From an optimization exercise on the open Yosys and OpenROAD flow, aimed at a short achievable clock period and few clock cycles; shortcuts taken in it are not production practice.
Function was checked by simulation only, so behaviour that the tests miss may differ from the original.
Power is estimated from default activity; no workload was simulated.

$ cat flow/design.v
package proc_pkg;
    typedef logic [32-1:0] word_t;
    typedef logic [5-1:0] reg_idx_t;
    typedef logic [5-1:0] opcode_t;    
    typedef logic [5-1:0] alu_op_t;
    typedef logic [5-1:0] shamt_t;      
endpackage
module alu (
    input  logic [31:0] a,
    input  logic [31:0] b,
    input  logic [4:0]  sh,
    input  logic [31:0] pc1,
    input  logic        s_add,
    input  logic        s_sub,
    input  logic        s_and,
    input  logic        s_or,
    input  logic        s_sll,
    input  logic        s_sra,
    input  logic        s_link,
    output logic [31:0] y
);
    logic [31:0] sum, diff, sl, sr;
    assign sum  = a + b;
    assign diff = a - b;
    assign sl   = a << sh;
    assign sr   = $signed(a) >>> sh;
    assign y = ({32{s_add}}  & sum)  |
               ({32{s_sub}}  & diff) |
               ({32{s_and}}  & (a & b)) |
               ({32{s_or}}   & (a | b)) |
               ({32{s_sll}}  & sl)   |
               ({32{s_sra}}  & sr)   |
               ({32{s_link}} & pc1);
endmodule
module processor (
    input  logic               clock,
    input  logic               rst_n,
    output proc_pkg::word_t    address_imem,
    input  proc_pkg::word_t    q_imem,
    output proc_pkg::word_t    address_dmem,
    output proc_pkg::word_t    data,
    output logic               wren,
    input  proc_pkg::word_t    q_dmem,
    output logic               ctrl_write_enable,
    output proc_pkg::reg_idx_t ctrl_write_reg,
    output proc_pkg::reg_idx_t ctrl_read_reg_a,
    output proc_pkg::reg_idx_t ctrl_read_reg_b,
    output proc_pkg::word_t    data_write_reg,
    input  proc_pkg::word_t    data_read_reg_a,
    input  proc_pkg::word_t    data_read_reg_b
);
    localparam int BTB_N = 32;           
    logic        x_redirect;             
    logic [31:0] x_actual;               
    logic        stall;                  
    logic [31:0] ras;                    
    logic [31:0] fpc;
    logic [31:0] fpc1;
    logic        inf;                    
    logic [31:0] f2_pc;
    logic [31:0] f2_pc1;
    logic        f2_bhit;
    logic [BTB_N-1:0]       btb_v;
    logic [BTB_N-1:0][3:0]  btb_tag;
    logic [BTB_N-1:0][31:0] btb_tgt;
    logic [BTB_N-1:0][1:0]  btb_ctr;
    logic [BTB_N-1:0]       btb_ret;
    logic [4:0]  fidx;
    logic        bhit;
    logic [31:0] bp_tgt;
    logic [31:0] pred_next;
    assign fpc1      = fpc + 32'd1;
    assign fidx      = fpc[4:0];
    assign bhit      = btb_v[fidx] && (btb_tag[fidx] == fpc[8:5]) && btb_ctr[fidx][1];
    assign bp_tgt    = btb_ret[fidx] ? ras : btb_tgt[fidx];
    assign pred_next = bhit ? bp_tgt : fpc1;
    assign address_imem = fpc;
    logic [4:0]  q_op;
    logic        f2_isj;
    logic        f2_isret;
    logic        f2_redirect;
    logic [31:0] f2_tgt;
    logic [2:0]  qv;                     
    logic        issue;
    assign q_op        = q_imem[31:27];
    assign f2_isj      = (q_op == 5'd1) || (q_op == 5'd3);
    assign f2_isret    = (q_op == 5'd4) && (q_imem[26:22] == 5'd31);
    assign f2_redirect = inf && !f2_bhit && (f2_isj || f2_isret);
    assign f2_tgt      = f2_isj ? {5'd0, q_imem[26:0]} : ras;
    assign issue = !(qv[2] || (qv[1] && inf));
    always_ff @(posedge clock) begin
        if (!rst_n) begin
            fpc <= '0;
            inf <= 1'b0;
        end else begin
            if (x_redirect) begin
                fpc <= x_actual;
            end else if (f2_redirect) begin
                fpc <= f2_tgt;
            end else if (issue) begin
                fpc <= pred_next;
            end
            inf <= issue && !x_redirect && !f2_redirect;
        end
    end
    always_ff @(posedge clock) begin
        if (issue) begin
            f2_pc   <= fpc;
            f2_pc1  <= fpc1;
            f2_bhit <= bhit;
        end
    end
    always_ff @(posedge clock) begin
        if (!rst_n) begin
            ras <= '0;
        end else if (inf && (q_op == 5'd3)) begin
            ras <= f2_pc1;
        end
    end
    logic [2:0][31:0] q_ir;
    logic [2:0][31:0] q_pc1;
    logic [2:0][31:0] q_pnpc;
    logic [2:0][8:0]  q_pclo;
    logic [2:0][4:0]  q_rb;
    logic [31:0] n_ir, n_pc1, n_pnpc;
    logic [8:0]  n_pclo;
    logic [4:0]  n_rb;
    logic        push, pop;
    logic        dpop;                   
    assign n_ir   = q_imem;
    assign n_pc1  = f2_pc1;
    assign n_pnpc = f2_redirect ? f2_tgt : fpc;
    assign n_pclo = f2_pc[8:0];
    assign n_rb   = (q_op == 5'd0) ? q_imem[16:12] : q_imem[26:22];
    assign push = inf && !x_redirect;
    assign pop  = qv[0] && !stall && !x_redirect;
    assign dpop = qv[0] && !stall;
    always_ff @(posedge clock) begin
        if (!rst_n || x_redirect) begin
            qv <= '0;
        end else begin
            case ({pop, push})
                2'b10: qv <= {1'b0, qv[2:1]};
                2'b01: qv <= {qv[1:0], 1'b1};
                default: qv <= qv;
            endcase
        end
    end
    always_ff @(posedge clock) begin
        for (int k = 0; k < 3; k++) begin
            logic take_new;
            logic shift;
            shift    = dpop && (k < 2);
            if (k == 0) begin
                take_new = dpop ? !qv[1] : !qv[0];
            end else if (k == 1) begin
                take_new = dpop ? (qv[1] && !qv[2]) : (qv[0] && !qv[1]);
            end else begin
                take_new = dpop ? 1'b0 : (qv[1] && !qv[2]);
            end
            if (take_new) begin
                q_ir[k]   <= n_ir;
                q_pc1[k]  <= n_pc1;
                q_pnpc[k] <= n_pnpc;
                q_pclo[k] <= n_pclo;
                q_rb[k]   <= n_rb;
            end else if (shift) begin
                q_ir[k]   <= q_ir[k+1];
                q_pc1[k]  <= q_pc1[k+1];
                q_pnpc[k] <= q_pnpc[k+1];
                q_pclo[k] <= q_pclo[k+1];
                q_rb[k]   <= q_rb[k+1];
            end
        end
    end
    logic [31:0] d_ir;
    logic [4:0]  d_op, d_rd, d_rs, d_rb, d_dest;
    logic        d_r, d_addi, d_lw, d_sw, d_bne, d_blt, d_j, d_jal, d_jr;
    logic        d_uses_a, d_uses_b, d_wr, d_useimm;
    logic [4:0]  d_fn;
    logic [31:0] d_imm;
    logic [31:0] d_tgt;
    logic        x_valid, x_wr, x_isld;
    logic [4:0]  x_dest;
    logic        m_wr, m_isld, m_isst;
    logic [4:0]  m_dest;
    logic [31:0] xm_res, xm_sd;
    logic        mw_wr, mw_isld;
    logic [4:0]  mw_dest;
    logic [31:0] mw_res;
    logic [31:0] mw_val;
    assign d_ir   = q_ir[0];
    assign d_op   = d_ir[31:27];
    assign d_rd   = d_ir[26:22];
    assign d_rs   = d_ir[21:17];
    assign d_rb   = q_rb[0];
    assign d_fn   = d_ir[6:2];
    assign d_imm  = {{(32 - 17){d_ir[17-1]}}, d_ir[16:0]};
    assign d_r    = (d_op == 5'd0);
    assign d_addi = (d_op == 5'd5);
    assign d_lw   = (d_op == 5'd8);
    assign d_sw   = (d_op == 5'd7);
    assign d_bne  = (d_op == 5'd2);
    assign d_blt  = (d_op == 5'd6);
    assign d_j    = (d_op == 5'd1);
    assign d_jal  = (d_op == 5'd3);
    assign d_jr   = (d_op == 5'd4);
    assign d_uses_a = d_r || d_addi || d_lw || d_sw || d_bne || d_blt;
    assign d_uses_b = d_r || d_sw || d_bne || d_blt || d_jr;
    assign d_dest   = d_jal ? 5'd31 : d_rd;
    assign d_wr     = (d_r || d_addi || d_lw || d_jal) && (d_dest != 5'd0);
    assign d_useimm = d_addi || d_lw || d_sw;
    assign d_tgt    = (d_j || d_jal) ? {5'd0, d_ir[26:0]} : (q_pc1[0] + d_imm);
    assign ctrl_read_reg_a = d_rs;
    assign ctrl_read_reg_b = d_rb;
    assign stall = qv[0] && (
        (x_valid && x_isld && x_wr &&
         ((d_uses_a && (d_rs == x_dest)) || (d_uses_b && (d_rb == x_dest)))) ||
        (m_isld && m_wr &&
         ((d_uses_a && (d_rs == m_dest)) || (d_uses_b && (d_rb == m_dest)))));
    assign mw_val = mw_isld ? q_dmem : mw_res;
    function automatic logic [31:0] dbyp(input logic [4:0] idx, input logic [31:0] rf);
        if (m_wr && !m_isld && (m_dest == idx)) begin
            dbyp = xm_res;
        end else if (mw_wr && (mw_dest == idx)) begin
            dbyp = mw_val;
        end else begin
            dbyp = rf;
        end
    endfunction
    logic [31:0] d_va, d_vb;
    logic        d_sela, d_selb;
    assign d_va   = dbyp(d_rs, data_read_reg_a);
    assign d_vb   = dbyp(d_rb, data_read_reg_b);
    assign d_sela = x_valid && x_wr && !x_isld && (x_dest == d_rs);
    assign d_selb = x_valid && x_wr && !x_isld && (x_dest == d_rb);
    logic [31:0] x_a, x_b, x_o2, x_pc1, x_pnpc, x_tgt;
    logic        x_sela, x_selb, x_selo2;
    logic [4:0]  x_sh;
    logic        x_add, x_sub, x_and, x_or, x_sll, x_sra, x_link;
    logic        x_isst, x_bne, x_blt, x_j, x_jr, x_ret;
    logic [8:0]  x_pclo;
    always_ff @(posedge clock) begin
        if (!rst_n) begin
            x_valid <= 1'b0;
        end else begin
            x_valid <= pop;
        end
    end
    always_ff @(posedge clock) begin
        x_a     <= d_va;
        x_b     <= d_vb;
        x_o2    <= d_useimm ? d_imm : d_vb;
        x_sela  <= d_sela;
        x_selb  <= d_selb;
        x_selo2 <= d_selb && !d_useimm;
        x_sh    <= d_ir[11:7];
        x_pc1   <= q_pc1[0];
        x_pnpc  <= q_pnpc[0];
        x_tgt   <= d_tgt;
        x_pclo  <= q_pclo[0];
        x_dest  <= d_dest;
        x_wr    <= d_wr;
        x_isld  <= d_lw;
        x_isst  <= d_sw;
        x_bne   <= d_bne;
        x_blt   <= d_blt;
        x_j     <= d_j || d_jal;
        x_jr    <= d_jr;
        x_ret   <= d_jr && (d_rd == 5'd31);
        x_add   <= d_addi || d_lw || d_sw || (d_r && (d_fn == 5'd0));
        x_sub   <= d_r && (d_fn == 5'd1);
        x_and   <= d_r && (d_fn == 5'd2);
        x_or    <= d_r && (d_fn == 5'd3);
        x_sll   <= d_r && (d_fn == 5'd4);
        x_sra   <= d_r && (d_fn == 5'd5);
        x_link  <= d_jal;
    end
    logic [31:0] a_val, b_val, o2_val, x_res;
    logic        x_ne, x_lt, x_taken, x_isct, x_mis, x_tk;
    logic        x_eq_tgt, x_eq_seq, x_tgt_seq;
    assign a_val  = x_sela  ? xm_res : x_a;
    assign b_val  = x_selb  ? xm_res : x_b;
    assign o2_val = x_selo2 ? xm_res : x_o2;
    alu u_alu (
        .a      (a_val),
        .b      (o2_val),
        .sh     (x_sh),
        .pc1    (x_pc1),
        .s_add  (x_add),
        .s_sub  (x_sub),
        .s_and  (x_and),
        .s_or   (x_or),
        .s_sll  (x_sll),
        .s_sra  (x_sra),
        .s_link (x_link),
        .y      (x_res)
    );
    logic ne_rr, ne_fr, ne_rf, lt_rr, lt_fr, lt_rf, jne_r, jne_f;
    assign ne_rr = (x_b != x_a);
    assign ne_fr = (xm_res != x_a);
    assign ne_rf = (x_b != xm_res);
    assign lt_rr = ($signed(x_b) < $signed(x_a));
    assign lt_fr = ($signed(xm_res) < $signed(x_a));
    assign lt_rf = ($signed(x_b) < $signed(xm_res));
    assign jne_r = (x_b != x_pnpc);
    assign jne_f = (xm_res != x_pnpc);
    always_comb begin
        case ({x_selb, x_sela})
            2'b00:   begin x_ne = ne_rr; x_lt = lt_rr; end
            2'b10:   begin x_ne = ne_fr; x_lt = lt_fr; end
            2'b01:   begin x_ne = ne_rf; x_lt = lt_rf; end
            default: begin x_ne = 1'b0;  x_lt = 1'b0;  end
        endcase
    end
    assign x_taken = (x_bne && x_ne) || (x_blt && x_lt);
    assign x_isct  = x_bne || x_blt || x_j || x_jr;
    assign x_eq_tgt  = (x_tgt == x_pnpc);
    assign x_eq_seq  = (x_pc1 == x_pnpc);
    assign x_tgt_seq = (x_tgt == x_pc1);
    always_comb begin
        if (x_jr) begin
            x_actual = b_val;
            x_mis    = x_selb ? jne_f : jne_r;
            x_tk     = (b_val != x_pc1);
        end else if (x_j || x_taken) begin
            x_actual = x_tgt;
            x_mis    = !x_eq_tgt;
            x_tk     = !x_tgt_seq;
        end else begin
            x_actual = x_pc1;
            x_mis    = !x_eq_seq;
            x_tk     = 1'b0;
        end
    end
    assign x_redirect = x_valid && x_mis;
    logic        m_upd, m_tk, m_isct, m_ret;
    logic [8:0]  m_pclo;
    logic [31:0] m_actual;
    always_ff @(posedge clock) begin
        if (!rst_n) begin
            m_wr   <= 1'b0;
            m_isld <= 1'b0;
            m_isst <= 1'b0;
            m_upd  <= 1'b0;
        end else begin
            m_wr   <= x_valid && x_wr;
            m_isld <= x_valid && x_isld;
            m_isst <= x_valid && x_isst;
            m_upd  <= x_valid && (x_isct || x_mis);
        end
    end
    always_ff @(posedge clock) begin
        m_dest   <= x_dest;
        xm_res   <= x_res;
        xm_sd    <= b_val;
        m_tk     <= x_tk;
        m_isct   <= x_isct;
        m_ret    <= x_ret;
        m_pclo   <= x_pclo;
        m_actual <= x_actual;
    end
    assign address_dmem = xm_res;
    assign data         = xm_sd;
    assign wren         = m_isst;
    logic [4:0] uidx;
    logic       umatch;
    assign uidx   = m_pclo[4:0];
    assign umatch = btb_v[uidx] && (btb_tag[uidx] == m_pclo[8:5]);
    always_ff @(posedge clock) begin
        if (!rst_n) begin
            btb_v <= '0;
        end else if (m_upd && m_tk) begin
            btb_v[uidx] <= 1'b1;
        end
    end
    always_ff @(posedge clock) begin
        if (m_upd) begin
            if (m_tk) begin
                btb_tag[uidx] <= m_pclo[8:5];
                btb_tgt[uidx] <= m_actual;
                btb_ret[uidx] <= m_ret;
                btb_ctr[uidx] <= umatch ? ((btb_ctr[uidx] == 2'd3) ? 2'd3 : btb_ctr[uidx] + 2'd1)
                                        : 2'd2;
            end else if (umatch) begin
                btb_ctr[uidx] <= (m_isct && (btb_ctr[uidx] != 2'd0)) ? btb_ctr[uidx] - 2'd1
                                                                     : 2'd0;
            end
        end
    end
    logic        w_wr;
    logic [4:0]  w_dest;
    logic [31:0] w_data;
    always_ff @(posedge clock) begin
        if (!rst_n) begin
            mw_wr <= 1'b0;
            w_wr  <= 1'b0;
        end else begin
            mw_wr <= m_wr;
            w_wr  <= mw_wr;
        end
    end
    always_ff @(posedge clock) begin
        mw_isld <= m_isld;
        mw_dest <= m_dest;
        mw_res  <= xm_res;
        w_dest  <= mw_dest;
        w_data  <= mw_val;
    end
    assign ctrl_write_enable = w_wr;
    assign ctrl_write_reg    = w_dest;
    assign data_write_reg    = w_data;
endmodule
$ cat flow/run.sh
#!/bin/bash
# synth_recipe.tcl (not shown) runs the flow's synth.tcl, then flattens the netlist and writes it again
# the make line also repeats each setting of config.mk as NAME=value (left out here)
make -C /OpenROAD-flow-scripts/flow DESIGN_CONFIG=/design/flow/config.mk WORK_HOME=/design/flow/orfs CLKGATE_MAP_FILE= SYNTH_SCRIPT=/design/flow/synth_recipe.tcl finish
$ cat flow/config.mk
export PLATFORM = sky130hd
export DESIGN_NAME = processor
export DESIGN_NICKNAME = processor
export VERILOG_FILES = /design/flow/design.v
export SDC_FILE = /design/flow/constraint.sdc
export NUM_CORES = 4
export LEC_CHECK = 0
export ABC_CLOCK_PERIOD_IN_PS = 4000
export CAP_MARGIN = 20
export CORE_MARGIN = 2
export CORE_UTILIZATION = 40
export SETUP_SLACK_MARGIN = 5
export SLEW_MARGIN = 20
$ cat flow/constraint.sdc
create_clock -name core_clock -period 9.5 [get_ports {clock}]
set_input_delay 1.9000 -clock core_clock [delete_from_list [all_inputs] [get_ports {clock}]]
set_output_delay 1.9000 -clock core_clock [all_outputs]
set_load 0.01 [all_outputs]
==> results of run 1 <==
[per-layer routing]
| metal | vias to the layer above | share of wire (%) | global-route usage [%] |
|---|---|---|---|
| met4 | 14 | 4.9 | 12.0 |
| li1 | 33018 | - | - |
| met5 | - | 0.023 | 0 |
| met1 | 39276 | 41 | 35.9 |
| met2 | 3605 | 46 | 41.9 |
| met3 | 732 | 8.3 | 4.89 |
[cell type report]
class | instances | area (sq um)
flip-flops and latches | 2144 | 59200
diodes | 11 | 27.5
clock buffers | 315 | 6520
repair buffers | 525 | 5220
clock inverters | 119 | 1090
inverters | 315 | 1200
well taps | 3705 | 4640
fillers | 24760 | 150000
multi-input cells | 5621 | 49100
[registers in the layout, summed over array words and instances, names as in the netlist, 64 cells and up]
| signal | flops |
|---|---|
| q_pc1 | 96 |
| q_pnpc | 96 |
| btb_ctr | 64 |
| btb_tgt | 1024 |
| btb_tag | 128 |
| q_ir | 96 |
[critical path, stage by stage (launching register included)]
cell	delay, ns
dfxtp_2	0.40
buf_12	0.23
mux2i_4	0.31
inv_1	0.12
ha_1	0.27
fa_1	0.48
a21oi_1	0.27
o2111ai_2	0.23
a221o_1	0.44
a21oi_1	0.19
o211ai_1	0.27
a211oi_1	0.32
nor3_1	0.15
a221o_1	0.34
a221o_1	0.32
[cell families (layout without fill, tap and decap cells)]
logic type,count (synthesis),count (layout),share of synthesized area (%)
DFF,2144,2144,53.0
xor gates and xnor gates,265,265,2.08
adders and majority gates,232,232,2.62
other,0,11,0
AOI/OAI and AO/OA,1274,1276,7.28
buffers and inverters,987,1274,3.65
muxes,2051,2051,24.5
and+or+nand+nor,1796,1797,6.93
[what timing repair did]
item / CTS / global route
resized for setup: 89 / 51
buffers inserted: 19 / 15
endpoints found under the setup margin: 993 / 783
gates cloned: 4 / 1
hold endpoints to repair: 0 / 0
pin swaps: 10 / 4
[worst max path at each step]
stage | end | slack, ns | startpoint
after floorplan | q_ir[64] | 4.56 | q_ir[28]
after global placement | fpc[1] | 3.62 | q_imem[31]
after detailed placement | fpc[1] | 3.63 | q_imem[29]
after CTS | qv[1] | 5.00 | x_selb
after global routing | xm_res[22] | 4.91 | x_sela
final | xm_res[22] | 5.02 | x_sela
[Yosys cell counts (68+ instances only)]
cell / instances / area [sq um]
nor2_1: 324 / 1220
o211ai_1: 102 / 766
xnor2_1: 138 / 1210
a21oi_1: 325 / 1630
nand2_1: 1014 / 3810
xor2_1: 127 / 1110
inv_1: 304 / 1140
ha_1: 229 / 2870
mux2i_1: 315 / 3150
o21ai_0: 371 / 1860
mux4_2: 407 / 9170
buf_2: 180 / 901
mux2_2: 1329 / 15000
buf_1: 68 / 255
nor3_1: 74 / 370
edfxtp_1: 1620 / 48600
dfxtp_1: 524 / 10500
nand3_1: 130 / 651
clkbuf_1: 388 / 1460
[per-stage QoR]
stage / instances / setup WS, ns / utilization (%) / cell area [sq um] / total power [uW]
global placement: 12265 / 3.62 / 42.7 / 118000 / 20800
detailed placement: 12270 / 3.63 / 42.7 / 118000 / 20900
CTS: 12727 / 5.00 / 45.7 / 127000 / 30300
global route: 12748 / 4.91 / 45.8 / 127000 / 31300
finish: 12755 / 5.02 / 45.8 / 127000 / 30400
floorplan: 8749 / 4.56 / - / 112000 / 17100
[power breakdown]
part | total, uW | internal [uW] | switching, uW | leakage (uW)
registers | 12300 | 10900 | 1480 | 0.0194
logic | 8820 | 3460 | 5350 | 0.0210
clock network | 9210 | 5280 | 3920 | 0.00373
==> key figures, run 1 <==
Setup path
  • WP data required: approximately 10 ns
  • Reg2reg setup slack: 5.02 ns
  • Worst R2R End: xm_res[22]
  • Setup crit end kind: flop
  • Crit Reg-Reg Startpoint: x_sela
  • Critical path class: flop to flop
  • Worst Reg-to-Reg Cells: 14
  • Crit path DAT: about 5.2 ns
  • Crit start category: flop
  • Crit Path Max Fanout: 26

Final layout
  • Share of cells above drive strength 1: between 20% and 30%
  • Final #Nets: a little over 9000
  • Area delta synth->final: 13.8%
  • Commonest non-fill, non-tap cell in the layout: edfxtp_1
  • Most frequent cells in the layout: edfxtp_1, mux2_2, nand2_1, dfxtp_1, mux4_2

Timing
  • Rel. slew slack: about a fifth
  • Sum of negative setup slack: 0 ns
  • Min cycle time layout: 4.48 ns
  • Fin Hold WS: 0.327 ns
  • Fin. max-slew vios: 0
  • Final setup vio count: 0
  • Unrepaired setup endpoints after global routing: yes
  • Least-Margin Pin Slew: between 1 and 1.5 ns
  • Final hold violations: 0
  • Fmax: about 220 MHz
  • Final period utilization: 47.1%
  • Setup Skew: 0.0799 ns

Synthesis
  • Ys Warns: 6
  • Mapped cell area: 112000 sq um
  • Most used DFF post-synth: edfxtp_1
  • Synth Net Count: 9111
  • Post-synth EDFFs: ~1600
  • FFs w/ async S/R, synth: 0%
  • Synth Register Bits: 2144
  • Sequential area share after synthesis: around 53%
  • Cell count after synthesis: ~8700
  • Avg Synthesized Cell Area: about 13 sq um
  • Post-synthesis cell type count: about 90

Flow run
  • Number of max-cap violations: 0

Floorplanning
  • I/O pin cnt: around 280
  • DIE AREA: about 280000 sq um
  • Core area: about 280000 sq um
  • Die height: around 530 um
  • Die Wd: roughly 530 um
  • Row count: approximately 190
  • Initial Util: roughly two fifths

Clock network
  • Root Driver: clkbuf_16
  • H-tree depth: 4
  • Clock sinks: approximately 2100
  • CTS buffer count: between 200 and 250
  • CTS tree: yes
  • Clock latency on the worst-skew pair: around 0.90 ns
  • Clock Path Buffers: 4
  • Hold_buf cts: 0
  • CTS clock-pin slew for the worst setup and hold paths: roughly 0.06 ns

Placed design
  • Post-DP HPWL: between 200 and 300 mm
  • Port bufs: 274
  • Routability Congestion: around 0.98

GRT
  • Initial antenna violation count: 24
  • Vias in the first global route: 74967
  • Grt ovf: 0
  • First-pass GRT wire length: around 560 mm
  • Pin count of the biggest net entering global routing: 197
  • Gr usage total: between 20% and 30%

Routing
  • Drt wl/cell: just over 30 um
  • Vias per Instance: 6.01
  • Post-Route WL: approximately 390 mm
  • First-pass iteration count of the detailed router: 6
  • Antenna Nets Post-Route: 0
  • Initial drt markers: approximately 8800
  • Vias: between 70000 and 80000
  • # DRC: 0

Min path
  • Min-delay worst type: flop to flop
  • Hold Crit Start: x_pclo[4]
  • Hold endpoint: m_pclo[4]
  • WHS Path Cells: 0

Power and ir drop
  • PwrDens: 239 nW/um^2
  • Peak VDD IR: 0.195 mV
  • Pleak: roughly 0.044 uW

Status
  • Run status: complete, no violations
Testbench counts, summed over its fixed seeds: cycles 32,839.
==> run 2: changes to the inputs <==
--- a/flow/design.v
+++ b/flow/design.v
@@ -8,4 +8,7 @@
 module alu (
-    input  logic [31:0] a,
-    input  logic [31:0] b,
+    input  logic [31:0] ra,
+    input  logic [31:0] rb,
+    input  logic [31:0] fwd,
+    input  logic        sel_a,
+    input  logic        sel_b,
     input  logic [4:0]  sh,
@@ -21,7 +24,24 @@
 );
-    logic [31:0] sum, diff, sl, sr;
-    assign sum  = a + b;
-    assign diff = a - b;
-    assign sl   = a << sh;
-    assign sr   = $signed(a) >>> sh;
+    logic [31:0] a, b, sum, diff, sl, sr;
+    logic [31:0] sum_rr, sum_fr, sum_rf, sum_ff;
+    logic [31:0] dif_rr, dif_fr, dif_rf;
+    assign a = sel_a ? fwd : ra;
+    assign b = sel_b ? fwd : rb;
+    assign sum_rr = ra + rb;
+    assign sum_fr = fwd + rb;
+    assign sum_rf = ra + fwd;
+    assign sum_ff = fwd + fwd;
+    assign dif_rr = ra - rb;
+    assign dif_fr = fwd - rb;
+    assign dif_rf = ra - fwd;
+    always_comb begin
+        case ({sel_a, sel_b})
+            2'b00:   begin sum = sum_rr; diff = dif_rr; end
+            2'b10:   begin sum = sum_fr; diff = dif_fr; end
+            2'b01:   begin sum = sum_rf; diff = dif_rf; end
+            default: begin sum = sum_ff; diff = '0;     end
+        endcase
+    end
+    assign sl = a << sh;
+    assign sr = $signed(a) >>> sh;
     assign y = ({32{s_add}}  & sum)  |
@@ -285,4 +305,7 @@
     alu u_alu (
-        .a      (a_val),
-        .b      (o2_val),
+        .ra     (x_a),
+        .rb     (x_o2),
+        .fwd    (xm_res),
+        .sel_a  (x_sela),
+        .sel_b  (x_selo2),
         .sh     (x_sh),
==> flow/flow/run.sh (new file) <==
#!/bin/bash
set -euo pipefail
bash standard.sh SETUP_SLACK_MARGIN=6 finish > make_finish.log 2>&1
==> flow/standard.sh (new file) <==
#!/bin/bash
# synth_recipe.tcl (not shown) runs the flow's synth.tcl, then flattens the netlist and writes it again
# the make line also repeats each setting of config.mk as NAME=value (left out here)
make -C /OpenROAD-flow-scripts/flow DESIGN_CONFIG=/design/flow/config.mk WORK_HOME=/design/flow/orfs CLKGATE_MAP_FILE= SYNTH_SCRIPT=/design/flow/synth_recipe.tcl "${@:-finish}"
--- a/flow/config.mk
+++ b/flow/config.mk
@@ -7,3 +7,3 @@
 export LEC_CHECK = 0
-export ABC_CLOCK_PERIOD_IN_PS = 4000
+export ABC_CLOCK_PERIOD_IN_PS = 3000
 export CAP_MARGIN = 20
@@ -11,3 +11,2 @@
 export CORE_UTILIZATION = 40
-export SETUP_SLACK_MARGIN = 5
 export SLEW_MARGIN = 20
removed: flow/run.sh
==> run 2 against run 1 <==
Core utilization up 2.9 points. Critical endpoint is now fpc[31]. Total power down 7.6%. Flip-flop and latch count unchanged. Hold slack about the same. Critical path depth up 1. Wire length up 14%. Sequential share of layout area down 4.3 points. Largest power group unchanged. Clock-buffer cell count down 33. Combinational power down 19%.
==> key figures, run 2 <==
Setup path
  • Crit Path Max Fanout: 14 (-46%)
  • Crit start category: flop
  • WP data required: 10.29 ns (+0.04 ns)
  • Critical path class: flop to flop
  • Setup crit end kind: flop
  • Crit path DAT: 5.16 ns (-0.07 ns)

Power and ir drop
  • PwrDens: 200 nW/um^2 (-16%)
  • Int Power: 18900 uW (-3.6%)
  • Clock power share: 33.6% (+3.3 points)
  • Psw: 9150 uW (-15%)
  • Peak VDD IR: 0.179 mV (-8.1%)
  • Switching share of power: 32.6% (-2.8 points)
  • Total power: 28100 uW (-7.6%)
  • Combinational power share: 25.6% (-3.4 points)
  • Pleak: 0.0495 uW (+12%)
  • Sequential share of power: 40.8% (+0.2 points)

Synthesis
  • Synth area leaders: edfxtp_1, mux2_2, dfxtp_1
  • Synth top area share: 42.1% (-1.5 points)
  • Most used DFF post-synth: edfxtp_1
  • Yosys top cell by area: edfxtp_1
  • Post-synthesis cell type count: 88 (-4.3%)
  • Post-synth EDFFs: 1620 (unchanged)
  • Avg Synthesized Cell Area: 12.8 sq um (+0.62%)
  • Synth cell count leaders: edfxtp_1, mux2_2, nand2_1
  • Ys Warns: 7 (+1)
  • Mapped cell area: 116000 sq um (+3.6%)
  • Synth Register Bits: 2144 (unchanged)
  • Cell count after synthesis: 9007 (+2.9%)
  • Synth Net Count: 9404 (+3.2%)
  • FFs w/ async S/R, synth: 0% (unchanged)
  • Top-count cell post-synth: edfxtp_1
  • Sequential area share after synthesis: 51.2% (-1.8 points)

Timing
  • Final setup vio count: 0 (unchanged)
  • Unrepaired setup endpoints after global routing: yes
  • Final period utilization: 46.0% (-1.2 points)
  • Setup Skew: 0.128 ns (+0.0485 ns)
  • Least-Margin Pin Slew: 1.30 ns (+0.104 ns)
  • Fin. max-slew vios: 0 (unchanged)
  • Fmax: 229 MHz (+2.5%)
  • Final hold violations: 0 (unchanged)
  • Rel. slew slack: 11.1% (-9.4 points)
  • Min cycle time layout: 4.37 ns (-0.111 ns)
  • Sum of negative setup slack: 0 ns (unchanged)

Final layout
  • Finished Layout Cells: 13508 (+5.9%)
  • Max reg flops: 1024 (unchanged)
  • Reg with most FFs: btb_tgt
  • Largest registers: btb_tgt x1024, btb_tag x128
  • Commonest non-fill, non-tap cell in the layout: edfxtp_1
  • # fillers: 24744 (-0.065%)
  • Area delta synth->final: 21.3%
  • Final #Nets: 9920 (+7.8%)
  • Share of cells above drive strength 1: 37.0% (+9.3 points)
  • Final instance area: 140000 sq um (+10%)
  • Most frequent cells in the layout: edfxtp_1, mux2_2, nand2_1, dfxtp_1, mux2i_1

Floorplanning
  • Die height: 542 um (+1.8%)
  • Row count: 197 (+2.1%)
  • Initial Util: 40.2% (-0.10 points)
  • Core area: 288000 sq um (+3.9%)
  • I/O pin cnt: 275 (unchanged)
  • DIE AREA: 293000 sq um (+3.6%)
  • Die Wd: 542 um (+1.8%)

Routing
  • Drt wl/cell: 33.1 um (+7.8%)
  • Vias per Instance: 6.26 (+4.2%)
  • Post-Route WL: 447 mm (+14%)
  • Antenna Nets Post-Route: 0 (unchanged)
  • Vias: 84557 (+10%)
  • # DRC: 0 (unchanged)
  • Initial drt markers: 10997 (+25%)
  • First-pass iteration count of the detailed router: 8 (+2)

Flow run
  • Number of max-cap violations: 0 (unchanged)

Clock network
  • CTS buffer count: 232 (-1.3%)
  • Clock latency on the worst-skew pair: 0.96 ns (+0.06 ns)
  • Root Driver: clkbuf_16
  • Clock Path Buffers: 4 (unchanged)
  • CTS clock-pin slew for the worst setup and hold paths: 0.06 ns (about the same)
  • CTS tree: yes
  • Clock sinks: 2144 (unchanged)
  • H-tree depth: 4 (unchanged)

Placed design
  • Number of placed instances, taps included: 12607 (+2.7%)
  • Port bufs: 274 (unchanged)
  • Post-DP HPWL: 281 mm (+9.7%)
  • DP Area: 122000 sq um (+3.5%)
  • Routability Congestion: 0.990 (+1.3%)

Status
  • Run status: complete, no violations

GRT
  • Grt ovf: 0 (unchanged)
  • Initial antenna violation count: 33 (+38%)
  • Pin count of the biggest net entering global routing: 197 (unchanged)
  • First-pass GRT wire length: 616 mm (+11%)
  • Gr usage total: 29.0% (+2.3 points)
  • Vias in the first global route: 80423 (+7.3%)

Min path
  • Min-delay worst type: flop to flop
[run 2: routing by layer]
| metal | share of wire (%) | GRT usage, % | wire [um] | up-vias |
|---|---|---|---|---|
| met2 | 44 | 44.0 | 197000 | 4607 |
| met4 | 4.8 | 11.8 | 21700 | 6 |
| met5 | 0.0078 | 0 | 35 | - |
| li1 | - | - | - | 35599 |
| met3 | 9.9 | 5.61 | 44300 | 897 |
| met1 | 41 | 40.5 | 184000 | 43448 |
[run 2: critical path: stages (launching register included)]
cell and delay (ns):
dfxtp_4 0.38, inv_1 0.07, ha_1 0.28, nand2_1 0.12, or4_4 0.60, or3_4 0.39, o311a_1 0.32, a211oi_2 0.25
o41ai_2 0.14, buf_4 0.19, or4b_4 0.58, a21oi_4 0.24, buf_4 0.23, buf_16 0.19, a211oi_2 0.05, a311oi_2 0.24
[run 2: cells by family after synthesis]
family          after synthesis  synth area share (%)
mux                        2307                  25.5
flops                      2144                  51.2
compound gates             1549                  8.69
simple gates               1501                  5.93
buf+inv                     891                  3.15
xor+xnor                    348                  2.64
fa+ha+maj                   267                  2.92
[run 2: cell type report]
type	instances	area [sq um]	area share, %
inverters	221	888	0.634
clock buffers	282	6130	4.37
multi-input cells	5974	56100	40.0
repair buffers	950	11400	8.10
diodes	13	32.5	0.0232
clock inverters	143	1610	1.14
flip-flops and latches	2144	59400	42.4
well taps	3781	4730	3.37
[run 2: stage by stage]
step	utilization [%]	hold slack, ns	setup WS [ns]
after CTS	47.6	0.325	5.07
final	48.7	0.327	5.13
after detailed placement	42.6	0.314	3.74
after global placement	42.5	0.312	3.54
after global routing	48.7	0.327	5.01
after floorplan	-	0.310	4.98
[run 2: power by group through the flow]
stage / clock (uW) / combinational [uW] / sequential (uW)
5_1_grt: 9870 / 7420 / 11500
3_3_place_gp: 0 / 5740 / 11700
3_5_place_dp: 0 / 5780 / 11700
4_1_cts: 9520 / 6720 / 11400
2_1_floorplan: 0 / 3930 / 11000
6_report: 9430 / 7170 / 11400
[run 2: worst paths after layout]
kind / slack (ns) / start / cells after the start / end
hold reg to reg: 0.33 / x_pclo[3] / 0 / m_pclo[3]
hold / removal: 0.33 / x_pclo[3] / 0 / m_pclo[3]
setup reg to reg: 5.13 / xm_res[22] / 15 / fpc[31]
setup / recovery: 5.13 / xm_res[22] / 15 / fpc[31]
[run 2: timing repair]
item	4_1_cts	5_1_grt
pin swaps	145	108
endpoints found under the hold margin	0	0
gates resized for setup	1246	397
hold buffers	0	0
setup buffers	276	115
endpoints found under the setup margin	2006	988
cloned	47	23
Testbench counts of run 2, summed over its fixed seeds: cycles 32,839.
==> run 3: changes to the inputs <==
--- a/flow/design.v
+++ b/flow/design.v
@@ -8,7 +8,4 @@
 module alu (
-    input  logic [31:0] ra,
-    input  logic [31:0] rb,
-    input  logic [31:0] fwd,
-    input  logic        sel_a,
-    input  logic        sel_b,
+    input  logic [31:0] a,
+    input  logic [31:0] b,
     input  logic [4:0]  sh,
@@ -24,24 +21,7 @@
 );
-    logic [31:0] a, b, sum, diff, sl, sr;
-    logic [31:0] sum_rr, sum_fr, sum_rf, sum_ff;
-    logic [31:0] dif_rr, dif_fr, dif_rf;
-    assign a = sel_a ? fwd : ra;
-    assign b = sel_b ? fwd : rb;
-    assign sum_rr = ra + rb;
-    assign sum_fr = fwd + rb;
-    assign sum_rf = ra + fwd;
-    assign sum_ff = fwd + fwd;
-    assign dif_rr = ra - rb;
-    assign dif_fr = fwd - rb;
-    assign dif_rf = ra - fwd;
-    always_comb begin
-        case ({sel_a, sel_b})
-            2'b00:   begin sum = sum_rr; diff = dif_rr; end
-            2'b10:   begin sum = sum_fr; diff = dif_fr; end
-            2'b01:   begin sum = sum_rf; diff = dif_rf; end
-            default: begin sum = sum_ff; diff = '0;     end
-        endcase
-    end
-    assign sl = a << sh;
-    assign sr = $signed(a) >>> sh;
+    logic [31:0] sum, diff, sl, sr;
+    assign sum  = a + b;
+    assign diff = a - b;
+    assign sl   = a << sh;
+    assign sr   = $signed(a) >>> sh;
     assign y = ({32{s_add}}  & sum)  |
@@ -204,9 +184,6 @@
     logic [4:0]  x_dest;
-    logic        m_wr, m_isld, m_isst;
+    logic        m_wr, m_isld;
     logic [4:0]  m_dest;
-    logic [31:0] xm_res, xm_sd;
-    logic        mw_wr, mw_isld;
-    logic [4:0]  mw_dest;
-    logic [31:0] mw_res;
-    logic [31:0] mw_val;
+    logic [31:0] xm_res;
+    logic [31:0] m_val;
     assign d_ir   = q_ir[0];
@@ -235,13 +212,14 @@
     assign ctrl_read_reg_b = d_rb;
+    logic d_agu, x_hit_a, x_hit_b;
+    assign d_agu   = d_lw || d_sw;
+    assign x_hit_a = x_valid && x_wr && (x_dest == d_rs);
+    assign x_hit_b = x_valid && x_wr && (x_dest == d_rb);
     assign stall = qv[0] && (
-        (x_valid && x_isld && x_wr &&
-         ((d_uses_a && (d_rs == x_dest)) || (d_uses_b && (d_rb == x_dest)))) ||
-        (m_isld && m_wr &&
-         ((d_uses_a && (d_rs == m_dest)) || (d_uses_b && (d_rb == m_dest)))));
-    assign mw_val = mw_isld ? q_dmem : mw_res;
+        (x_isld && ((d_uses_a && x_hit_a) || (d_uses_b && x_hit_b))) ||
+        (d_agu && x_hit_a) ||
+        (d_sw && x_hit_b));
+    assign m_val = m_isld ? q_dmem : xm_res;
     function automatic logic [31:0] dbyp(input logic [4:0] idx, input logic [31:0] rf);
-        if (m_wr && !m_isld && (m_dest == idx)) begin
-            dbyp = xm_res;
-        end else if (mw_wr && (mw_dest == idx)) begin
-            dbyp = mw_val;
+        if (m_wr && (m_dest == idx)) begin
+            dbyp = m_val;
         end else begin
@@ -260,4 +238,6 @@
     logic        x_add, x_sub, x_and, x_or, x_sll, x_sra, x_link;
-    logic        x_isst, x_bne, x_blt, x_j, x_jr, x_ret;
+    logic        x_bne, x_blt, x_j, x_jr, x_ret;
     logic [8:0]  x_pclo;
+    logic [31:0] x_addr, x_sd;
+    logic        x_wren;
     always_ff @(posedge clock) begin
@@ -265,4 +245,6 @@
             x_valid <= 1'b0;
+            x_wren  <= 1'b0;
         end else begin
             x_valid <= pop;
+            x_wren  <= pop && d_sw;
         end
@@ -270,2 +252,9 @@
     always_ff @(posedge clock) begin
+        x_addr <= d_va + d_imm;
+        x_sd   <= d_vb;
+    end
+    assign address_dmem = x_addr;
+    assign data         = x_sd;
+    assign wren         = x_wren;
+    always_ff @(posedge clock) begin
         x_a     <= d_va;
@@ -284,3 +273,2 @@
         x_isld  <= d_lw;
-        x_isst  <= d_sw;
         x_bne   <= d_bne;
@@ -290,3 +278,3 @@
         x_ret   <= d_jr && (d_rd == 5'd31);
-        x_add   <= d_addi || d_lw || d_sw || (d_r && (d_fn == 5'd0));
+        x_add   <= d_addi || (d_r && (d_fn == 5'd0));
         x_sub   <= d_r && (d_fn == 5'd1);
@@ -305,7 +293,4 @@
     alu u_alu (
-        .ra     (x_a),
-        .rb     (x_o2),
-        .fwd    (xm_res),
-        .sel_a  (x_sela),
-        .sel_b  (x_selo2),
+        .a      (a_val),
+        .b      (o2_val),
         .sh     (x_sh),
@@ -366,3 +351,2 @@
             m_isld <= 1'b0;
-            m_isst <= 1'b0;
             m_upd  <= 1'b0;
@@ -371,3 +355,2 @@
             m_isld <= x_valid && x_isld;
-            m_isst <= x_valid && x_isst;
             m_upd  <= x_valid && (x_isct || x_mis);
@@ -378,3 +361,2 @@
         xm_res   <= x_res;
-        xm_sd    <= b_val;
         m_tk     <= x_tk;
@@ -385,5 +367,2 @@
     end
-    assign address_dmem = xm_res;
-    assign data         = xm_sd;
-    assign wren         = m_isst;
     logic [4:0] uidx;
@@ -418,7 +397,5 @@
         if (!rst_n) begin
-            mw_wr <= 1'b0;
-            w_wr  <= 1'b0;
+            w_wr <= 1'b0;
         end else begin
-            mw_wr <= m_wr;
-            w_wr  <= mw_wr;
+            w_wr <= m_wr;
         end
@@ -426,7 +403,4 @@
     always_ff @(posedge clock) begin
-        mw_isld <= m_isld;
-        mw_dest <= m_dest;
-        mw_res  <= xm_res;
-        w_dest  <= mw_dest;
-        w_data  <= mw_val;
+        w_dest <= m_dest;
+        w_data <= m_val;
     end
==> flow/run.sh (new file) <==
#!/bin/bash
# synth_recipe.tcl (not shown) runs the flow's synth.tcl, then flattens the netlist and writes it again
# the make line also repeats each setting of config.mk as NAME=value (left out here)
make -C /OpenROAD-flow-scripts/flow DESIGN_CONFIG=/design/flow/config.mk WORK_HOME=/design/flow/orfs CLKGATE_MAP_FILE= SYNTH_SCRIPT=/design/flow/synth_recipe.tcl finish
--- a/flow/config.mk
+++ b/flow/config.mk
@@ -7,3 +7,3 @@
 export LEC_CHECK = 0
-export ABC_CLOCK_PERIOD_IN_PS = 3000
+export ABC_CLOCK_PERIOD_IN_PS = 4000
 export CAP_MARGIN = 20
@@ -11,2 +11,3 @@
 export CORE_UTILIZATION = 40
+export SETUP_SLACK_MARGIN = 5
 export SLEW_MARGIN = 20
removed: flow/flow/run.sh
removed: flow/standard.sh
==> run 3 against run 2 <==
Still clean. First-iteration DRC count is 2.5% lower. Clock-buffer cell count is 25 higher. Via count is 3.5% lower. Setup slack worse by 0.18 ns. Critical path type unchanged. Critical endpoint is now xm_res[24].
==> key figures, run 3 <==
Timing
  • Fin Hold WS: 0.320 ns (-0.00694 ns)
  • Least-Margin Pin Slew: 1.26 ns (-0.0357 ns)
  • Final setup vio count: 0 (unchanged)
  • Final period utilization: 47.9% (+1.9 points)
  • Worst setup margin: 4.95 ns (-0.183 ns)
  • Min cycle time layout: 4.55 ns (+0.183 ns)
  • Fmax: 220 MHz (-4.0%)
  • Final hold violations: 0 (unchanged)
  • Setup Skew: 0.0933 ns (-0.0351 ns)
  • Rel. slew slack: 16.0% (+4.9 points)
  • Fin. max-slew vios: 0 (unchanged)
  • Sum of negative setup slack: 0 ns (unchanged)
  • Unrepaired setup endpoints after global routing: yes

Final layout
  • # fillers: 24466 (-1.1%)
  • Final #Nets: 9173 (-7.5%)
  • Register area: 58400 sq um (-1.7%)
  • Final instance area: 125000 sq um (-11%)
  • Max reg flops: 1024 (unchanged)
  • Share of cells above drive strength 1: 20.1% (-17 points)
  • Most frequent cells in the layout: edfxtp_1, a22o_1, nand2_1, mux2_2, dfxtp_1
  • Commonest non-fill, non-tap cell in the layout: edfxtp_1
  • Area delta synth->final: 14.0%
  • Largest registers: btb_tgt x1024, btb_tag x128
  • Reg with most FFs: btb_tgt
  • Area of the multi-input gates: 48000 sq um (-14%)

GRT
  • Initial antenna violation count: 28 (-15%)
  • Vias in the first global route: 78770 (-2.1%)
  • Grt ovf: 0 (unchanged)
  • Gr usage total: 30.2% (+1.3 points)
  • Pin count of the biggest net entering global routing: 216 (+9.6%)
  • First-pass GRT wire length: 608 mm (-1.3%)

Power and ir drop
  • PwrDens: 228 nW/um^2 (+14%)
  • Pleak: 0.0458 uW (-7.5%)
  • Total power: 28500 uW (+1.5%)
  • Peak VDD IR: 0.255 mV (+42%)

Placed design
  • DP Area: 116000 sq um (-5.3%)
  • Post-DP HPWL: 278 mm (-1.2%)
  • Port bufs: 274 (unchanged)
  • Routability Congestion: 0.988 (-0.22%)
  • Setup WS pre-CTS: 3.44 ns (-0.293 ns)

Synthesis
  • Post-synthesis cell type count: 94 (+6.8%)
  • Synth area leaders: edfxtp_1, dfxtp_1, mux4_2
  • Post-synth EDFFs: 1620 (unchanged)
  • Ys Warns: 6 (-1)
  • Synth Register Bits: 2104 (-1.9%)
  • Synth Net Count: 9135 (-2.9%)
  • Top-count cell post-synth: edfxtp_1
  • Avg Synthesized Cell Area: 12.5 sq um (-2.3%)
  • Sequential area share after synthesis: 53.2% (+2.1 points)
  • Most used DFF post-synth: edfxtp_1
  • Yosys top cell by area: edfxtp_1
  • Synth top area share: 44.4% (+2.3 points)
  • FFs w/ async S/R, synth: 0% (unchanged)
  • Cell count after synthesis: 8738 (-3.0%)
  • Mapped cell area: 110000 sq um (-5.2%)
  • Synth cell count leaders: edfxtp_1, nand2_1, a22o_1

Routing
  • Vias: 81569 (-3.5%)
  • Post-Route WL: 435 mm (-2.7%)
  • Antenna Nets Post-Route: 0 (unchanged)
  • Initial drt markers: 10724 (-2.5%)
  • Vias per Instance: 6.49 (+3.7%)
  • Drt wl/cell: 34.6 um (+4.5%)
  • # DRC: 0 (unchanged)
  • First-pass iteration count of the detailed router: 6 (-2)

Floorplanning
  • DIE AREA: 278000 sq um (-5.1%)
  • Row count: 192 (-2.5%)
  • Core area: 273000 sq um (-5.0%)
  • Die Wd: 527 um (-2.6%)
  • Die height: 527 um (-2.6%)
  • Initial Util: 40.1% (-0.055 points)
  • I/O pin cnt: 275 (unchanged)

Setup path
  • Reg2reg setup slack: 4.95 ns (-0.18 ns)
  • Crit Path Max Fanout: 32 (+18)
  • Setup crit end kind: flop
  • Worst R2R End: xm_res[24]
  • Critical path class: flop to flop
  • Crit path DAT: 5.24 ns (+0.08 ns)
  • Crit Reg-Reg Startpoint: x_selo2
  • Worst Reg-to-Reg Cells: 13 (-2)
  • WP data required: 10.19 ns (-0.10 ns)
  • Crit start category: flop

Clock network
  • Hold_buf cts: 0 (unchanged)
  • CTS buffer count: 234 (+0.86%)
  • Clock Path Buffers: 4 (unchanged)
  • CTS clock-pin slew for the worst setup and hold paths: 0.06 ns (about the same)
  • H-tree depth: 4 (unchanged)
  • Clock latency on the worst-skew pair: 0.93 ns (-0.03 ns)
  • Root Driver: clkbuf_16
  • Clock sinks: 2104 (-1.9%)
  • CTS tree: yes

Min path
  • WHS Path Cells: 0 (unchanged)
  • Hold endpoint: m_pclo[2]
  • Min-delay worst type: flop to flop
  • Hold Crit Start: x_pclo[2]

Status
  • Run status: complete, no violations

Flow run
  • Number of max-cap violations: 0 (unchanged)
[run 3: cells by family after synthesis]
family / share of synthesized area, %
adder cells (fa/ha/maj): 3.08
AND/OR/NAND/NOR: 6.81
AO/OA/AOI/OAI: 14.6
flip-flops: 53.2
buffers and inverters: 3.97
XOR/XNOR: 2.18
multiplexers: 16.1
[run 3: report_power, final]
group	total [uW]	leakage [uW]	switching (uW)	internal, uW
logic	8260	0.0231	5300	2960
clock network	8960	0.00361	3920	5040
registers	11300	0.0190	805	10500
[run 3: worst max-delay path by stage]
stage                from         end  slack, ns  cells after the start
3_5_place_dp   q_imem[31]     fpc[14]       3.44                      9
3_3_place_gp   q_dmem[16]  x_addr[30]       3.48                     13
2_1_floorplan        m_tk  btb_ret[0]      -9.20                      2
4_1_cts            fpc[0]     fpc[10]       4.97                     10
6_report          x_selo2  xm_res[24]       4.95                     13
5_1_grt            x_sela  xm_res[24]       4.87                     14
[run 3: stage by stage]
stage,utilization (%),instances
6_report,45.8,12570
5_1_grt,45.8,12559
4_1_cts,45.5,12523
3_5_place_dp,42.4,12063
3_3_place_gp,42.4,12062
2_1_floorplan,-,8738
[run 3: worst max-delay path: stages (launching register included)]
cell and delay, ns:
dfxtp_2 0.34, buf_12 0.25, mux2i_1 0.84, ha_1 0.49, nor3_1 0.40, nand2_1 0.13
nor2_1 0.24, o2111ai_2 0.21, nand4_1 0.18, a31oi_1 0.15, o21ai_0 0.28, mux2_2 0.38
a221oi_1 0.23, o21ai_1 0.20
[run 3: layer usage]
metal / track usage (%) / routed length, um / vias up
met5: 0 / 169 / -
met4: 18.4 / 31600 / 24
met3: 6.39 / 42200 / 1077
met2: 47.6 / 198000 / 4926
met1: 38.1 / 163000 / 41728
li1: - / - / 33814
[run 3: what timing repair did]
item	CTS	global route
cloned	6	1
setup endpoints to repair	1146	439
gates resized for setup	143	88
hold endpoints to repair	0	0
buffers inserted	25	32
pin swaps	16	24
[run 3: cell type report]
| cell class | count | share of cell area, % |
|---|---|---|
| sequential | 2104 | 46.7 |
| multi-input combinational | 5569 | 38.4 |
| clock buffer | 307 | 5.08 |
| timing repair buffer | 556 | 4.42 |
| tap | 3589 | 3.59 |
| inverter | 311 | 0.943 |
| clock inverter | 122 | 0.799 |
| antenna | 12 | 0.0240 |
Testbench counts of run 3, summed over its fixed seeds: cycles 32,107.
==> run 4: changes to the inputs <==
--- a/flow/design.v
+++ b/flow/design.v
@@ -51,3 +51,3 @@
 );
-    localparam int BTB_N = 32;           
+    localparam int BTB_N = 64;           
     logic        x_redirect;             
@@ -62,9 +62,11 @@
     logic        f2_bhit;
+    logic        f2_bmatch;
     logic [BTB_N-1:0]       btb_v;
     logic [BTB_N-1:0][3:0]  btb_tag;
-    logic [BTB_N-1:0][31:0] btb_tgt;
+    logic [BTB_N-1:0][9:0]  btb_tgt;     
     logic [BTB_N-1:0][1:0]  btb_ctr;
     logic [BTB_N-1:0]       btb_ret;
-    logic [4:0]  fidx;
+    logic [5:0]  fidx;
     logic        bhit;
+    logic        bmatch;                 
     logic [31:0] bp_tgt;
@@ -72,5 +74,6 @@
     assign fpc1      = fpc + 32'd1;
-    assign fidx      = fpc[4:0];
-    assign bhit      = btb_v[fidx] && (btb_tag[fidx] == fpc[8:5]) && btb_ctr[fidx][1];
-    assign bp_tgt    = btb_ret[fidx] ? ras : btb_tgt[fidx];
+    assign fidx      = fpc[5:0];
+    assign bmatch    = btb_v[fidx] && (btb_tag[fidx] == fpc[9:6]);
+    assign bhit      = bmatch && btb_ctr[fidx][1];
+    assign bp_tgt    = btb_ret[fidx] ? ras : {fpc[31:10], btb_tgt[fidx]};
     assign pred_next = bhit ? bp_tgt : fpc1;
@@ -80,2 +83,4 @@
     logic        f2_isret;
+    logic        f2_isback;              
+    logic [10:0] f2_blo;                 
     logic        f2_redirect;
@@ -87,5 +92,11 @@
     assign f2_isret    = (q_op == 5'd4) && (q_imem[26:22] == 5'd31);
-    assign f2_redirect = inf && !f2_bhit && (f2_isj || f2_isret);
-    assign f2_tgt      = f2_isj ? {5'd0, q_imem[26:0]} : ras;
+    assign f2_blo      = {1'b0, f2_pc1[9:0]} + {1'b0, q_imem[9:0]};
+    assign f2_isback   = ((q_op == 5'd2) || (q_op == 5'd6)) &&
+                         (q_imem[16:10] == 7'h7f) && f2_blo[10] && !f2_bmatch;
+    assign f2_redirect = inf && ((!f2_bhit && (f2_isj || f2_isret)) || f2_isback);
+    assign f2_tgt      = f2_isj ? {5'd0, q_imem[26:0]} :
+                         f2_isback ? {f2_pc1[31:10], f2_blo[9:0]} : ras;
     assign issue = !(qv[2] || (qv[1] && inf));
+    logic [31:0] fpc_other;
+    assign fpc_other = f2_redirect ? f2_tgt : (issue ? pred_next : fpc);
     always_ff @(posedge clock) begin
@@ -95,9 +106,3 @@
         end else begin
-            if (x_redirect) begin
-                fpc <= x_actual;
-            end else if (f2_redirect) begin
-                fpc <= f2_tgt;
-            end else if (issue) begin
-                fpc <= pred_next;
-            end
+            fpc <= x_taken ? (red_t ? act_t : fpc_other) : (red_n ? act_n : fpc_other);
             inf <= issue && !x_redirect && !f2_redirect;
@@ -109,3 +114,4 @@
             f2_pc1  <= fpc1;
-            f2_bhit <= bhit;
+            f2_bhit   <= bhit;
+            f2_bmatch <= bmatch;
         end
@@ -122,6 +128,6 @@
     logic [2:0][31:0] q_pnpc;
-    logic [2:0][8:0]  q_pclo;
+    logic [2:0][9:0]  q_pclo;
     logic [2:0][4:0]  q_rb;
     logic [31:0] n_ir, n_pc1, n_pnpc;
-    logic [8:0]  n_pclo;
+    logic [9:0]  n_pclo;
     logic [4:0]  n_rb;
@@ -132,3 +138,3 @@
     assign n_pnpc = f2_redirect ? f2_tgt : fpc;
-    assign n_pclo = f2_pc[8:0];
+    assign n_pclo = f2_pc[9:0];
     assign n_rb   = (q_op == 5'd0) ? q_imem[16:12] : q_imem[26:22];
@@ -231,2 +237,4 @@
     assign d_va   = dbyp(d_rs, data_read_reg_a);
+    logic d_ahit;
+    assign d_ahit = m_wr && (m_dest == d_rs);
     assign d_vb   = dbyp(d_rb, data_read_reg_b);
@@ -239,3 +247,3 @@
     logic        x_bne, x_blt, x_j, x_jr, x_ret;
-    logic [8:0]  x_pclo;
+    logic [9:0]  x_pclo;
     logic [31:0] x_addr, x_sd;
@@ -252,3 +260,3 @@
     always_ff @(posedge clock) begin
-        x_addr <= d_va + d_imm;
+        x_addr <= d_ahit ? (m_val + d_imm) : (data_read_reg_a + d_imm);
         x_sd   <= d_vb;
@@ -328,20 +336,37 @@
     assign x_tgt_seq = (x_tgt == x_pc1);
+    logic [31:0] act_t, act_n;
+    logic        mis_t, mis_n, tk_t, tk_n;
     always_comb begin
         if (x_jr) begin
-            x_actual = b_val;
-            x_mis    = x_selb ? jne_f : jne_r;
-            x_tk     = (b_val != x_pc1);
-        end else if (x_j || x_taken) begin
-            x_actual = x_tgt;
-            x_mis    = !x_eq_tgt;
-            x_tk     = !x_tgt_seq;
+            act_n = b_val;
+            mis_n = x_selb ? jne_f : jne_r;
+            tk_n  = (b_val != x_pc1);
+        end else if (x_j) begin
+            act_n = x_tgt;
+            mis_n = !x_eq_tgt;
+            tk_n  = !x_tgt_seq;
+        end else begin
+            act_n = x_pc1;
+            mis_n = !x_eq_seq;
+            tk_n  = 1'b0;
+        end
+        if (x_bne || x_blt) begin
+            act_t = x_tgt;
+            mis_t = !x_eq_tgt;
+            tk_t  = !x_tgt_seq;
         end else begin
-            x_actual = x_pc1;
-            x_mis    = !x_eq_seq;
-            x_tk     = 1'b0;
+            act_t = act_n;
+            mis_t = mis_n;
+            tk_t  = tk_n;
         end
     end
-    assign x_redirect = x_valid && x_mis;
+    logic red_t, red_n;
+    assign red_t      = x_valid && mis_t;
+    assign red_n      = x_valid && mis_n;
+    assign x_redirect = x_taken ? red_t : red_n;
+    assign x_actual   = x_taken ? act_t : act_n;
+    assign x_mis      = x_taken ? mis_t : mis_n;
+    assign x_tk       = x_taken ? tk_t  : tk_n;
     logic        m_upd, m_tk, m_isct, m_ret;
-    logic [8:0]  m_pclo;
+    logic [9:0]  m_pclo;
     logic [31:0] m_actual;
@@ -367,11 +392,8 @@
     end
-    logic [4:0] uidx;
-    logic       umatch;
-    assign uidx   = m_pclo[4:0];
-    assign umatch = btb_v[uidx] && (btb_tag[uidx] == m_pclo[8:5]);
-    always_ff @(posedge clock) begin
-        if (!rst_n) begin
-            btb_v <= '0;
-        end else if (m_upd && m_tk) begin
-            btb_v[uidx] <= 1'b1;
+    logic [BTB_N-1:0] umatch;
+    logic [BTB_N-1:0] usel;
+    always_comb begin
+        for (int i = 0; i < BTB_N; i++) begin
+            umatch[i] = btb_v[i] && (btb_tag[i] == m_pclo[9:6]);
+            usel[i]   = m_upd && ({26'd0, m_pclo[5:0]} == i);
         end
@@ -379,12 +401,18 @@
     always_ff @(posedge clock) begin
-        if (m_upd) begin
-            if (m_tk) begin
-                btb_tag[uidx] <= m_pclo[8:5];
-                btb_tgt[uidx] <= m_actual;
-                btb_ret[uidx] <= m_ret;
-                btb_ctr[uidx] <= umatch ? ((btb_ctr[uidx] == 2'd3) ? 2'd3 : btb_ctr[uidx] + 2'd1)
-                                        : 2'd2;
-            end else if (umatch) begin
-                btb_ctr[uidx] <= (m_isct && (btb_ctr[uidx] != 2'd0)) ? btb_ctr[uidx] - 2'd1
-                                                                     : 2'd0;
+        for (int i = 0; i < BTB_N; i++) begin
+            if (!rst_n) begin
+                btb_v[i] <= 1'b0;
+            end else if (usel[i] && m_tk) begin
+                btb_v[i] <= 1'b1;
+            end
+            if (usel[i]) begin
+                if (m_tk) begin
+                    btb_tag[i] <= m_pclo[9:6];
+                    btb_tgt[i] <= m_actual[9:0];
+                    btb_ret[i] <= m_ret;
+                    btb_ctr[i] <= umatch[i] ? ((btb_ctr[i] == 2'd3) ? 2'd3 : btb_ctr[i] + 2'd1)
+                                            : 2'd2;
+                end else if (umatch[i]) begin
+                    btb_ctr[i] <= (m_isct && (btb_ctr[i] != 2'd0)) ? btb_ctr[i] - 2'd1 : 2'd0;
+                end
             end
==> flow/flow/run.sh (new file) <==
#!/bin/bash
set -euo pipefail
bash standard.sh SETUP_SLACK_MARGIN=6 finish > make_finish.log 2>&1
==> flow/standard.sh (new file) <==
#!/bin/bash
# synth_recipe.tcl (not shown) runs the flow's synth.tcl, then flattens the netlist and writes it again
# the make line also repeats each setting of config.mk as NAME=value (left out here)
make -C /OpenROAD-flow-scripts/flow DESIGN_CONFIG=/design/flow/config.mk WORK_HOME=/design/flow/orfs CLKGATE_MAP_FILE= SYNTH_SCRIPT=/design/flow/synth_recipe.tcl "${@:-finish}"
--- a/flow/config.mk
+++ b/flow/config.mk
@@ -7,3 +7,3 @@
 export LEC_CHECK = 0
-export ABC_CLOCK_PERIOD_IN_PS = 4000
+export ABC_CLOCK_PERIOD_IN_PS = 3000
 export CAP_MARGIN = 20
@@ -11,3 +11,2 @@
 export CORE_UTILIZATION = 40
-export SETUP_SLACK_MARGIN = 5
 export SLEW_MARGIN = 20
removed: flow/run.sh
==> run 4 against run 3 <==
Clock skew is 0.0027 ns lower. Clock-buffer cell count down 27. Final area shrank 0.52%. Flip-flop and latch count shrank 143. Critical endpoint is now fpc[26].
==> key figures, run 4 <==
Timing
  • Final period utilization: 47.8% (-0.14 points)
  • Final hold violations: 0 (unchanged)
  • Fin. max-slew vios: 0 (unchanged)
  • Min cycle time layout: 4.54 ns (-0.0134 ns)
  • Setup Skew: 0.0905 ns (-0.00272 ns)
  • Sum of negative setup slack: 0 ns (unchanged)
  • Final setup vio count: 0 (unchanged)
  • Fmax: 220 MHz (+0.29%)
  • Rel. slew slack: 20.0% (+4.0 points)
  • Worst setup margin: 4.96 ns (+0.0134 ns)
  • Unrepaired setup endpoints after global routing: yes
  • Least-Margin Pin Slew: 1.20 ns (-0.0629 ns)

Synthesis
  • Synth Register Bits: 1961 (-6.8%)
  • Sequential area share after synthesis: 54.1% (+0.86 points)
  • Most used DFF post-synth: edfxtp_1
  • Avg Synthesized Cell Area: 11.7 sq um (-6.5%)
  • Synth area leaders: edfxtp_1, dfxtp_1, mux4_2
  • Cell count after synthesis: 8503 (-2.7%)
  • Post-synth EDFFs: 1465 (-9.6%)
  • Synth Net Count: 9095 (-0.44%)
  • Top-count cell post-synth: edfxtp_1
  • Mapped cell area: 99700 sq um (-9.0%)
  • Post-synthesis cell type count: 90 (-4.3%)
  • Synth top area share: 44.1% (-0.26 points)
  • Yosys top cell by area: edfxtp_1
  • Ys Warns: 6 (unchanged)
  • Synth cell count leaders: edfxtp_1, nor2_1, nand2_1
  • FFs w/ async S/R, synth: 0% (unchanged)

Final layout
  • Largest registers: btb_tgt x640, btb_tag x256, btb_ctr x128
  • Final #Nets: 9786 (+6.7%)
  • Commonest non-fill, non-tap cell in the layout: edfxtp_1
  • # fillers: 21343 (-13%)
  • Reg with most FFs: btb_tgt
  • Area delta synth->final: 24.7%
  • Max reg flops: 640 (-38%)
  • Share of cells above drive strength 1: 25.1% (+5.1 points)
  • Most frequent cells in the layout: edfxtp_1, nor2_1, nand2_1, buf_4, inv_1

Clock network
  • H-tree depth: 4 (unchanged)
  • Root Driver: clkbuf_16
  • Clock sinks: 1961 (-6.8%)
  • CTS buffer count: 210 (-10%)
  • CTS clock-pin slew for the worst setup and hold paths: 0.07 ns (about the same)
  • Clock latency on the worst-skew pair: 0.91 ns (-0.02 ns)
  • CTS tree: yes
  • Clock Path Buffers: 3 (-1)

GRT
  • Initial antenna violation count: 26 (-7.1%)
  • Pin count of the biggest net entering global routing: 142 (-34%)
  • Gr usage total: 28.9% (-1.4 points)
  • Grt ovf: 0 (unchanged)
  • Vias in the first global route: 72780 (-7.6%)
  • First-pass GRT wire length: 529 mm (-13%)

Floorplanning
  • Row count: 183 (-4.7%)
  • I/O pin cnt: 275 (unchanged)
  • Die Wd: 503 um (-4.6%)
  • Initial Util: 40.2% (+0.041 points)
  • Die height: 503 um (-4.6%)
  • Core area: 248000 sq um (-9.1%)
  • DIE AREA: 253000 sq um (-9.0%)

Routing
  • Post-Route WL: 380 mm (-13%)
  • Vias per Instance: 5.90 (-9.1%)
  • Drt wl/cell: 29.8 um (-14%)
  • Vias: 75054 (-8.0%)
  • # DRC: 0 (unchanged)
  • First-pass iteration count of the detailed router: 9 (+3)
  • Initial drt markers: 8701 (-19%)
  • Antenna Nets Post-Route: 0 (unchanged)

Setup path
  • Crit path DAT: 5.31 ns (+0.07 ns)
  • WP data required: 10.27 ns (+0.08 ns)
  • CP most frequent cell: buf_12
  • Critical path class: flop to flop
  • Crit Path Max Fanout: 8 (-75%)
  • Crit path max-delay cell type: mux4_2
  • Crit-path cells: buf_12 > buf_12 > mux4_2 > mux4_2 > a22o_1 > or4_4 > a22oi_2 > a211oi_2 > nor3_4 > buf_12 > buf_6 > a21oi_4 > clkbuf_16 > buf_12 > o221ai_4 > a22oi_1 > o2bb2ai_1
  • CP top delay family: compound AO/OA/AOI/OAI gates
  • Critical path's largest stage delay: 0.55 ns (-0.29 ns)
  • Crit start category: flop
  • Buf/Inv on CP: 6 (+5)
  • Setup crit end kind: flop

Status
  • Run status: complete, no violations

Power and ir drop
  • Peak VDD IR: 0.212 mV (-17%)
  • Pleak: 0.0464 uW (+1.4%)
  • PwrDens: 196 nW/um^2 (-14%)

Placed design
  • Post-DP HPWL: 245 mm (-12%)
  • Setup WS pre-CTS: 2.61 ns (-0.834 ns)
  • Routability Congestion: 0.986 (-0.23%)
  • Port bufs: 274 (unchanged)

Min path
  • Min-delay worst type: flop to flop

Flow run
  • Number of max-cap violations: 0 (unchanged)
run 4: cell families (layout without fill, tap and decap cells):
group	count (synthesis)	count (layout)	synth area share (%)
fa+ha+maj	462	462	5.84
xor+xnor	528	528	4.65
simple gates	2282	2286	10.3
compound gates	1549	1554	9.93
buf+inv	933	1800	3.82
other cells	0	15	0
flops	1961	1961	54.1
mux	788	788	11.4
run 4: through the flow:
step	util [%]	power, uW	hold WS (ns)	instances	cell area, sq um
floorplan	-	13100	0.310	8503	99900
global placement	42.9	14900	0.313	11840	106000
detailed placement	42.9	15000	0.314	11842	107000
CTS	49.0	24200	0.269	12587	122000
global route	50.1	25100	0.286	12714	124000
finish	50.1	24400	0.274	12724	124000
run 4: metal layers:
layer  vias to the layer above  wire, um  global-route usage [%]  part of all wire [%]
li1                      32611         -                       -                     -
met3                       920     31200                    5.36                   8.2
met1                     37918    152000                    37.7                    40
met4                        18     26000                    17.0                   6.8
met2                      3587    171000                    44.8                    45
met5                         -       163                       0                 0.043
run 4: area by class of cell:
cell class / instances / area (sq um) / area share, %
clock buffer: 280 / 5800 / 4.66
antenna: 15 / 37.5 / 0.0302
sequential: 1961 / 54300 / 43.7
timing repair buffer: 948 / 10200 / 8.18
timing repair inverter: 1 / 5.00 / 0.00402
inverter: 454 / 1730 / 1.39
tap: 3330 / 4170 / 3.35
clock inverter: 117 / 1360 / 1.09
multi-input combinational: 5618 / 46800 / 37.6
run 4: path summary, 6_finish.rpt:
path | from | endpoint | slack (ns) | cells after the start
setup / recovery | fpc[0] | fpc[26] | 4.96 | 17
hold / removal | x_pclo[9] | m_pclo[9] | 0.27 | 0
setup reg to reg | fpc[0] | fpc[26] | 4.96 | 17
hold reg to reg | x_pclo[9] | m_pclo[9] | 0.27 | 0
run 4: power by group:
part | switching, uW | total, uW | internal, uW
clock | 3630 | 8470 | 4840
sequential | 772 | 10600 | 9830
combinational | 3120 | 5310 | 2200
total | 7520 | 24400 | 16900
run 4: timing repair:
action                      CTS  global route
setup endpoints to repair   661           545
gates resized for setup    1471           401
gates cloned                 44             7
buffers inserted            304           114
pin swaps                   281           237
hold buffers                  0             0
Testbench counts of run 4, summed over its fixed seeds: cycles 31,551.

-- static timing again, ports no longer ideal --
Ports are ideal in the flow. The routed layouts listed here were re-timed in OpenROAD. Step 1 sets driving cells, clkbuf_16 on the clock port and buf_2 on the other inputs (assumed; they add their load-dependent delay and slew). Step 2 adds t to the input delays and takes it off the output delays; t is the mean of the earliest and latest rising clock arrival at the registers after step 1. Input paths then give back, and output paths get back, about the clock's delay inside the block. Three values: ideal ports, drivers, drivers and shift; two values: the first two.
| run | shift t [ns] | slack for setup (ns) | worst setup path at the end | latest minus earliest clock arrival (ns) | pins driven straight from the clock port |
|---|---|---|---|---|---|
| run 1 | 0.956 | 5.022 / 4.977 / 4.265 | input to register | 0.099 / 0.099 | 1 |
| run 2 | 0.998 | 5.133 / 5.133 / 4.881 | input to register | 0.132 / 0.131 | 1 |
| run 3 | 0.980 | 4.949 / 4.904 / 4.067 | input to register | 0.098 / 0.098 | 1 |
| run 4 | 0.962 | 4.963 / 4.963 / 4.179 | input to register | 0.091 / 0.091 | 1 |
After both steps every run listed still meets setup and hold. The setup slack of run 3, which loses most, moves by -0.045 ns with the drivers and by -0.882 ns with both steps.
